Background: an optimization exercise with open tools, aiming at small area, a short achievable clock period and few clock cycles per item. Do not read the settings as production practice. RTL that was checked went through simulation tests only; none was proved equivalent to the original.

Setup of red:
==> flow/design.v <==
package alu_pkg;
  localparam int reg_w   = 64;
  localparam int imm_w   = 32;
  localparam int flags_w = 16;
  localparam int adr_w   = 3;
endpackage
`timescale 1ns/10ps
module alu_unit (
  input  logic        clk,
  input  logic        rst,
  input  logic        bus_cyc,
  input  logic        bus_stb,
  input  logic        bus_we,
  input  logic [2:0]  bus_adr,
  input  logic [63:0] bus_wdata,
  output logic        bus_ack,
  output logic [63:0] bus_rdata
);
  logic [63:0] s_q;
  logic [63:0] t_q;
  logic        c_valid;
  logic [63:0] c_pp;
  logic [63:0] c_gg;
  logic [5:0]  c_sh;
  logic        c_sub;
  logic        c_cfuse;
  logic        c_arith;
  logic        c_keep;
  logic        c_zero;
  logic        c_and;
  logic        c_or;
  logic        c_xor;
  logic        c_sll;
  logic        c_mov;
  logic [3:0]  c_w;
  logic [1:0]  c_wn;
  logic [63:0] q_d    [4];
  logic        q_cf   [4];
  logic        q_of   [4];
  logic        q_keep [4];
  logic        q_zero [4];
  logic [1:0]  q_w    [4];
  logic [1:0]  wr_ptr;
  logic [1:0]  rd_ptr;
  logic [3:0]  count;     
  logic        chain_cf;
  logic [4:0]  last_f;    
  logic        pres;
  logic        rd_res;
  logic        wr_acc;
  logic        rd_acc;
  logic        cmd_wr;
  logic [63:0] head;
  logic        slow_q;
  logic        slow_rd;
  logic        slow_nx;
  logic [1:0]  rd_next;
  logic [3:0]  o_slow;
  logic [3:0]  o_s;
  logic [3:0]  o_t;
  logic [3:0]  o_h;
  logic [1:0]  o_p [4];
  logic        o_f;
  assign pres    = bus_cyc && bus_stb;
  assign rd_res  = !bus_we && (bus_adr == 3'd3);
  assign slow_rd = !bus_we && (bus_adr != 3'd3);
  assign slow_nx = pres && slow_rd && !slow_q;
  assign bus_ack = pres && (bus_we || ((bus_adr == 3'd3) ? count[0] : slow_q));
  assign wr_acc  = pres && bus_we;
  assign rd_acc  = pres && rd_res && count[0];
  assign cmd_wr  = wr_acc && (bus_adr == 3'd2);
  assign rd_next = rd_acc ? rd_ptr + 2'd1 : rd_ptr;
  for (genvar k = 0; k < 4; k++) begin : g_out
    logic       nx;
    logic [1:0] p_nx;
    logic       z_nx;
    logic [15:0] d;
    assign nx   = pres && slow_rd && !o_slow[k];
    assign p_nx = rd_acc ? o_p[k] + 2'd1 : o_p[k];
    assign z_nx = (c_valid && wr_ptr == p_nx) ? c_zero : q_zero[p_nx];
    always_ff @(posedge clk) begin
      if (rst) begin
        o_slow[k] <= 1'b0;
        o_p[k]    <= '0;
      end else begin
        o_slow[k] <= nx;
        o_p[k]    <= p_nx;
      end
      o_s[k] <= nx && (bus_adr == 3'd0);
      o_t[k] <= nx && (bus_adr == 3'd1);
      o_h[k] <= !nx && !z_nx;
    end
    assign d = q_d[o_p[k]][16*k +: 16];
    assign head[16*k +: 16] = d;
    assign bus_rdata[16*k +: 16] = ({16{o_s[k]}} & s_q[16*k +: 16]) |
                                   ({16{o_t[k]}} & t_q[16*k +: 16]) |
                                   ({16{o_h[k]}} & d) |
                                   ((k == 0) ? ({16{o_f}} & {4'd0, last_f[4], 3'd0, last_f[3],
                                                             last_f[2], 3'd0, last_f[1], 1'b0,
                                                             last_f[0]}) : 16'd0);
  end
  logic       h_sf;
  logic [4:0] h_f;
  always_comb begin
    case (q_w[rd_ptr])
      2'd0:    h_sf = head[7];
      2'd1:    h_sf = head[15];
      2'd2:    h_sf = head[31];
      default: h_sf = head[63];
    endcase
    if (q_keep[rd_ptr]) begin
      h_f = last_f;
    end else begin
      h_f = {q_of[rd_ptr], h_sf, head == 64'd0, ~^head[7:0], q_cf[rd_ptr]};
    end
  end
  logic [3:0]  op;
  logic        d_sub;
  logic [63:0] d_t;
  logic [63:0] d_tx;
  assign op    = bus_wdata[3:0];
  assign d_sub = (op == 4'd1) || (op == 4'd3) || (op == 4'd9);
  assign d_t   = bus_wdata[6] ? {{32{bus_wdata[38]}}, bus_wdata[38:7]} : t_q;
  assign d_tx  = d_sub ? ~d_t : d_t;
  logic        cin;
  logic [63:0] pp;
  logic [63:0] gg;
  logic [63:0] gk [7];
  logic [63:0] pk [7];
  logic [63:0] carries;
  logic        cout;
  logic [63:0] sum;
  logic        c_hi;
  logic        c_lo;
  logic [63:0] mask;
  logic [63:0] shl;
  logic [63:0] braw;
  logic [63:0] r;
  logic        cf_new;
  logic        of_new;
  assign cin = c_sub ^ (c_cfuse && chain_cf);
  assign pp  = c_pp;
  assign gg  = c_gg;
  assign gk[0] = gg;
  assign pk[0] = pp;
  for (genvar l = 0; l < 6; l++) begin : g_ks
    for (genvar i = 0; i < 64; i++) begin : g_bit
      if ((i >> l) % 2 == 1) begin : g_op
        assign gk[l+1][i] = gk[l][i] | (pk[l][i] & gk[l][((i >> l) << l) - 1]);
        assign pk[l+1][i] = pk[l][i] & pk[l][((i >> l) << l) - 1];
      end else begin : g_pass
        assign gk[l+1][i] = gk[l][i];
        assign pk[l+1][i] = pk[l][i];
      end
    end
  end
  assign carries = {gk[6][62:0] | (pk[6][62:0] & {63{cin}}), cin};
  assign cout    = gk[6][63] | (pk[6][63] & cin);
  assign sum     = pp ^ carries;
  assign mask = {{32{c_w[3]}}, {16{c_w[3] | c_w[2]}}, {8{!c_w[0]}}, 8'hff};
  always_comb begin
    case (1'b1)
      c_w[0]:  begin c_hi = carries[8];  c_lo = carries[7];  end
      c_w[1]:  begin c_hi = carries[16]; c_lo = carries[15]; end
      c_w[2]:  begin c_hi = carries[32]; c_lo = carries[31]; end
      default: begin c_hi = cout;        c_lo = carries[63]; end
    endcase
  end
  assign shl  = s_q << c_sh;
  assign braw = ({64{c_and}} & gg) |
                ({64{c_or}}  & (pp | gg)) |
                ({64{c_xor}} & pp) |
                ({64{c_sll}} & shl) |
                ({64{c_mov}} & (pp ^ s_q));
  assign r      = (c_arith ? sum : braw) & mask;
  assign cf_new = c_arith && (c_hi ^ c_sub);
  assign of_new = c_arith && (c_hi ^ c_lo);
  always_ff @(posedge clk) begin
    if (rst) begin
      c_valid  <= 1'b0;
      slow_q   <= 1'b0;
      wr_ptr   <= '0;
      rd_ptr   <= '0;
      count    <= '0;
      chain_cf <= 1'b0;
      last_f   <= '0;
    end else begin
      c_valid <= cmd_wr;
      slow_q  <= slow_nx;
      if (c_valid) begin
        wr_ptr <= wr_ptr + 2'd1;
        if (!c_keep) chain_cf <= cf_new;
      end
      if (rd_acc) begin
        rd_ptr <= rd_next;
        last_f <= h_f;
      end
      case ({c_valid, rd_acc})
        2'b10:   count <= {count[2:0], 1'b1};
        2'b01:   count <= {1'b0, count[3:1]};
        default: count <= count;
      endcase
    end
  end
  always_ff @(posedge clk) begin
    o_f <= slow_nx && (bus_adr == 3'd4);
    if (wr_acc && bus_adr == 3'd0) s_q <= bus_wdata;
    if (wr_acc && bus_adr == 3'd1) t_q <= bus_wdata;
    c_pp    <= s_q ^ d_tx;
    c_gg    <= s_q & d_tx;
    c_sh    <= d_t[5:0];
    c_sub   <= d_sub;
    c_cfuse <= (op == 4'd2) || (op == 4'd3);
    c_arith <= (op <= 4'd3) || (op == 4'd9);
    c_keep  <= (op == 4'd8) || (op >= 4'd11);
    c_zero  <= (op == 4'd9) || (op == 4'd10);
    c_and   <= (op == 4'd4) || (op == 4'd10);
    c_or    <= (op == 4'd5);
    c_xor   <= (op == 4'd6);
    c_sll   <= (op == 4'd7);
    c_mov   <= (op == 4'd8) || (op >= 4'd11);
    c_w     <= 4'b0001 << bus_wdata[5:4];
    c_wn    <= bus_wdata[5:4];
    if (c_valid) begin
      q_d[wr_ptr]    <= r;
      q_cf[wr_ptr]   <= cf_new;
      q_of[wr_ptr]   <= of_new;
      q_keep[wr_ptr] <= c_keep;
      q_zero[wr_ptr] <= c_zero;
      q_w[wr_ptr]    <= c_wn;
    end
  end
endmodule
clock: 5.5 ns
lec_check: 0
cap_margin: 20
core_margin: 2
core_utilization: 40
setup_slack_margin: 2.0
slew_margin: 20
run.sh (not shown) runs the stock make flow with config.mk's settings and CLKGATE_MAP_FILE= SYNTH_SCRIPT=/design/flow/synth_recipe.tcl, a recipe that flattens the netlist after the stock synthesis.
#### Input delta (green over red)
diff --git a/flow/design.v b/flow/design.v
--- a/flow/design.v
+++ b/flow/design.v
@@ -60,12 +60,12 @@
   logic [3:0]  o_t;
   logic [3:0]  o_h;
   logic [1:0]  o_p [4];
-  logic        o_f;
   assign pres    = bus_cyc && bus_stb;
   assign rd_res  = !bus_we && (bus_adr == 3'd3);
-  assign slow_rd = !bus_we && (bus_adr != 3'd3);
+  assign slow_rd = !bus_we && !bus_adr[2] && !(bus_adr[1] && bus_adr[0]);
   assign slow_nx = pres && slow_rd && !slow_q;
-  assign bus_ack = pres && (bus_we || ((bus_adr == 3'd3) ? count[0] : slow_q));
+  assign bus_ack = pres && (bus_we || bus_adr[2] ||
+                            ((bus_adr[1] && bus_adr[0]) ? count[0] : slow_q));
   assign wr_acc  = pres && bus_we;
   assign rd_acc  = pres && rd_res && count[0];
   assign cmd_wr  = wr_acc && (bus_adr == 3'd2);
@@ -94,10 +94,10 @@
     assign head[16*k +: 16] = d;
     assign bus_rdata[16*k +: 16] = ({16{o_s[k]}} & s_q[16*k +: 16]) |
                                    ({16{o_t[k]}} & t_q[16*k +: 16]) |
-                                   ({16{o_h[k]}} & d) |
-                                   ((k == 0) ? ({16{o_f}} & {4'd0, last_f[4], 3'd0, last_f[3],
-                                                             last_f[2], 3'd0, last_f[1], 1'b0,
-                                                             last_f[0]}) : 16'd0);
+                                   ({16{o_h[k] && !bus_adr[2]}} & d) |
+                                   ((k == 0) ? ({16{bus_adr == 3'd4}} &
+                                                {4'd0, last_f[4], 3'd0, last_f[3], last_f[2],
+                                                 3'd0, last_f[1], 1'b0, last_f[0]}) : 16'd0);
   end
   logic       h_sf;
   logic [4:0] h_f;
@@ -203,7 +203,6 @@
     end
   end
   always_ff @(posedge clk) begin
-    o_f <= slow_nx && (bus_adr == 3'd4);
     if (wr_acc && bus_adr == 3'd0) s_q <= bus_wdata;
     if (wr_acc && bus_adr == 3'd1) t_q <= bus_wdata;
     c_pp    <= s_q ^ d_tx;
Notes after the runs:
- green has unique cell type count in the Yosys netlist above what red had.
- green against red; area of the core region is up by a few percent.
- When the final numbers for red and green were put side by side, the total iterations of the first detailed-routing run turned out to be greater in green.
- NOTE number of nets in the synthesized netlist red->green increased slightly
- Per the comparison of green with red, total length of routed wires went up by 2500 um, worst-path maximum fanout went up by 1, layout sequential cell count was more or less identical, global-route usage went up by 0.38 points, area fraction in compound gates after synthesis was more or less identical.
- Re worst hold slack: red was higher than green.
- As of green, die extent in y had risen slightly compared to red.
- Total placed instance area of green exceeds that of red by a few percent.
- Lower share of synthesized cell area in and, or, nand and nor gates was reported by red, not green.
- green vs red: cell area up by a few percent
Testbench counts of green, summed over its fixed seeds: cycles 11,245, ops 3,200.
For red, only the layout was checked, not whether the RTL still works.

==> separate check: timing with driven ports <==
The flow's constraints put no driver on any port. The routed layouts listed below were extracted and timed again, unchanged, in two steps. Step 1, drivers: a clkbuf_16 drives clk and a buf_2 each remaining input, both assumed. Step 2 also shifts input and output timing later by t, the mid clock arrival at the registers, as if the neighbouring blocks saw the same clock. Slacks: ideal / step 1 / step 2; pairs: ideal / step 1.
| run | t, ns | setup WS [ns] | worst hold slack (ns) |
|---|---|---|---|
| red | 0.677 | 1.879 / 1.815 / 1.795 | 0.470 / 0.470 / 0.470 |
| green | 0.674 | 1.953 / 1.888 / 1.717 | 0.431 / 0.431 / 0.431 |
After both steps setup and hold are still met in every run listed. The setup slack of green, which loses most, moves by -0.065 ns with the drivers and by -0.236 ns with both steps.
